This design comes from an exercise in tuning for a short achievable clock period and few clock cycles per item on the open sky130 flow, not from production work.
Function was checked by simulation only, so behaviour that the tests miss may differ from the original.
No activity file was given, so power comes from the tool's default toggle rates.

amber:
==> flow/design.v (excerpt) <==
module pulse_peak_rate_detector_core #(
    parameter int RING_DEPTH = 10
) (
    input  logic                               aclk,
    input  logic                               aresetn,
    input  logic                               s_valid,
    output logic                               s_ready,
    input  logic [pprd_pkg::SAMPLE_W-1:0]      s_sample,
    output logic                               m_valid,
    input  logic                               m_ready,
    output logic [pprd_pkg::RATE_W-1:0]        m_rate,
    output logic [1:0]                         m_event_res,
    output logic [pprd_pkg::SAMPLE_W-1:0]      m_extreme_value,
    output logic                               m_falling_phase,
    input  logic                               cfg_wr_en,
    input  logic [pprd_pkg::CFG_IDX_W-1:0]     cfg_index,
    input  logic [pprd_pkg::CFG_DATA_W-1:0]    cfg_wdata
);
    localparam int SW        = pprd_pkg::SAMPLE_W;
    localparam int PW        = pprd_pkg::POS_W;
    localparam int RW        = pprd_pkg::RATE_W;
  ...
For scale: about 5600 cells after synthesis, about 1600 flip-flops, ~87 I/O pins, roughly 71000 µm² of cells after synthesis.
clock: 7.5 ns
lec_check: 0
abc_clock_period_in_ps: 2000
cap_margin: 20
core_margin: 2
core_utilization: 60
cts_buf_list: sky130_fd_sc_hd__clkbuf_8 sky130_fd_sc_hd__clkbuf_16
place_density: 0.7
setup_slack_margin: 5
slew_margin: 20
tns_end_percent: 100
run.sh (not shown) runs the stock make flow with config.mk's settings and CLKGATE_MAP_FILE= SYNTH_SCRIPT=/design/flow/synth_recipe.tcl, a recipe that flattens the netlist after the stock synthesis.
Testbench counts of amber, summed over its fixed seeds: cycles 32,559, items 32,000.
The inputs of indigo differ from those of amber as listed below.
# amber
export LEC_CHECK = 0
export ABC_CLOCK_PERIOD_IN_PS = 2000
export CAP_MARGIN = 20
export CORE_MARGIN = 2
export CORE_UTILIZATION = 60
export CTS_BUF_LIST = sky130_fd_sc_hd__clkbuf_8 sky130_fd_sc_hd__clkbuf_16
export PLACE_DENSITY = 0.7
export SETUP_SLACK_MARGIN = 5
export SLEW_MARGIN = 20
export TNS_END_PERCENT = 100
create_clock -name core_clock -period 7.5 [get_ports {aclk}]
# indigo
export LEC_CHECK = 0
export ABC_CLOCK_PERIOD_IN_PS = 2000
export CAP_MARGIN = 20
export CORE_MARGIN = 2
export CORE_UTILIZATION = 60
export PLACE_DENSITY = 0.7
export SETUP_SLACK_MARGIN = 5
export SLEW_MARGIN = 20
export TNS_END_PERCENT = 100
create_clock -name core_clock -period 7.5 [get_ports {aclk}]
### Flow results
Looking at the reports, indigo completed the entire flow and the layout it produced met the timing, DRC and antenna checks. The run showing the greater part of the power in the clock network is indigo. Looking at amber and indigo, the met1 capacity usage during global routing is a wash. | detailed-routing wirelength on met1 | amber vs indigo | ≈ equal |. Looking at amber and indigo, the combinational power is a wash. Cell count: amber vs indigo — no meaningful difference.
What violet does differently from indigo at the input level:
# indigo
export LEC_CHECK = 0
export ABC_CLOCK_PERIOD_IN_PS = 2000
export CAP_MARGIN = 20
export CORE_MARGIN = 2
export CORE_UTILIZATION = 60
export PLACE_DENSITY = 0.7
export SETUP_SLACK_MARGIN = 5
export SLEW_MARGIN = 20
export TNS_END_PERCENT = 100
create_clock -name core_clock -period 7.5 [get_ports {aclk}]
# violet
export LEC_CHECK = 0
export ABC_CLOCK_PERIOD_IN_PS = 2000
export CAP_MARGIN = 20
export CORE_MARGIN = 2
export CORE_UTILIZATION = 60
export CTS_BUF_LIST = sky130_fd_sc_hd__clkbuf_16
export CTS_CLUSTER_DIAMETER = 60
export CTS_CLUSTER_SIZE = 40
export PLACE_DENSITY = 0.7
export SETUP_SLACK_MARGIN = 5
export SLEW_MARGIN = 20
export TNS_END_PERCENT = 100
create_clock -name core_clock -period 7.5 [get_ports {aclk}]
Notes after the runs:
violet vs. indigo: fraction of final layout cells sized beyond drive strength 1 went down by 0.22 points.
Number of multi-input combinational cells across indigo and violet: no real change.
In the reports for indigo and violet, the smaller final clock period utilization by the worst path belongs to violet.
Lower routed wire length was reported by violet, not indigo.
violet -> indigo: portion of the layout cell area used by non-clock buffers flat
Delta (violet minus indigo): layout-stage area growth over the synthesis result down 1.5 points, area taken by flip-flops and latches flat, final critical path time including I/O delays and setup down 0.023 ns, setup slack up 0.023 ns.
## Diff of input files: harbor against violet
# violet
export LEC_CHECK = 0
export ABC_CLOCK_PERIOD_IN_PS = 2000
export CAP_MARGIN = 20
export CORE_MARGIN = 2
export CORE_UTILIZATION = 60
export CTS_BUF_LIST = sky130_fd_sc_hd__clkbuf_16
export CTS_CLUSTER_DIAMETER = 60
export CTS_CLUSTER_SIZE = 40
export PLACE_DENSITY = 0.7
export SETUP_SLACK_MARGIN = 5
export SLEW_MARGIN = 20
export TNS_END_PERCENT = 100
create_clock -name core_clock -period 7.5 [get_ports {aclk}]
# harbor
export LEC_CHECK = 0
export ABC_CLOCK_PERIOD_IN_PS = 2000
export CAP_MARGIN = 20
export CORE_MARGIN = 2
export CORE_UTILIZATION = 65
export CTS_BUF_LIST = sky130_fd_sc_hd__clkbuf_16
export CTS_CLUSTER_DIAMETER = 60
export CTS_CLUSTER_SIZE = 40
export PLACE_DENSITY = 0.75
export SETUP_SLACK_MARGIN = 5
export SLEW_MARGIN = 20
export TNS_END_PERCENT = 100
create_clock -name core_clock -period 7.5 [get_ports {aclk}]
- harbor vs. violet: fraction of area in multi-input gates grew by 0.18 points, total power -0.24 mW, total routed wire length on the met1 layer decreased 5.0%, combinational share of power moved up, final wirelength moved down.

* * *

pulse_peak_rate_detector_core, a different RTL version from the one above (not shown whole).
Size: roughly 5800 cells after synthesis, roughly 1600 flip-flops, roughly 87 I/O pins, ~71000 sq um of cells after synthesis.
Settings: LEC_CHECK=0, ABC_CLOCK_PERIOD_IN_PS=2000, CAP_MARGIN=20, CORE_MARGIN=2, CORE_UTILIZATION=65, CTS_BUF_LIST=sky130_fd_sc_hd__clkbuf_16, CTS_CLUSTER_DIAMETER=55, CTS_CLUSTER_SIZE=36, PLACE_DENSITY=0.75, SETUP_SLACK_MARGIN=5, SLEW_MARGIN=20, TNS_END_PERCENT=100; clock period 7.5 ns.
Testbench counts at the start, summed over its fixed seeds: cycles 32,495, items 32,000.
Edit:
- CORE_UTILIZATION: 65 -> 60
- CTS_BUF_LIST: sky130_fd_sc_hd__clkbuf_16 -> unset
- CTS_CLUSTER_DIAMETER: 55 -> unset
- CTS_CLUSTER_SIZE: 36 -> unset
- PLACE_DENSITY: 0.75 -> 0.7
=> With this change the flow produced a layout that fails on antenna rules. Area after synthesis stays the same. Count of clock-buffer cells in the layout grows by 111. First-iteration DRC count shrinks by 15%. Routed wire length shrinks by 2.5%. Die area grows by 8.2%. Register-to-register slack gets better by 0.15 ns. Critical path depth stays the same. Design area grows by 1.2%. Via count shrinks by 1.8%.
Edit:
- CTS_BUF_LIST: unset -> sky130_fd_sc_hd__clkbuf_16
- CTS_CLUSTER_DIAMETER: unset -> 60
- CTS_CLUSTER_SIZE: unset -> 40
Effect:
- The changed run finished but fails on capacitance limit, slew limit
- utilization falls by 0.35 points
- non-clock buffer count rises by 25
- routed wire length hardly moves
- cell count falls by 0.87%

==> afterwards: timing with drivers on the ports <==
The flow's constraints put no driver on any port. The routed layouts listed below were extracted and timed again, unchanged, in two steps.
Step 1: set_driving_cell puts a clkbuf_16 on aclk and a buf_2 on each other input, an assumption about the parent block.
Step 2 also shifts input and output timing later by t, the mid clock arrival at the registers, as if the neighbouring blocks saw the same clock.
Three values: no drivers, after step 1, after step 2; two values: the first two.
| run | t, ns | slack for setup (ns) | hold slack, ns |
|---|---|---|---|
| amber | 0.845 | 4.760 / 4.681 / 4.259 | 0.323 / 0.323 / 0.323 |
| indigo | 0.845 | 4.758 / 4.678 / 4.230 | 0.324 / 0.324 / 0.324 |
| violet | 0.794 | 4.781 / 4.703 / 4.268 | 0.322 / 0.322 / 0.322 |
| harbor | 0.793 | 4.808 / 4.736 / 4.257 | 0.327 / 0.327 / 0.327 |
| the first run of note 2 | 0.817 | 4.325 / 4.325 / 3.781 | 0.328 / 0.328 / 0.328 |
| the second run of note 2 | 0.881 | 4.478 / 4.478 / 4.024 | 0.325 / 0.325 / 0.325 |
| the third run of note 2 | 0.804 | 4.432 / 4.432 / 4.065 | 0.333 / 0.333 / 0.333 |
For harbor, which loses most, drivers alone change the setup slack by -0.072 ns; drivers and shift together by -0.551 ns.
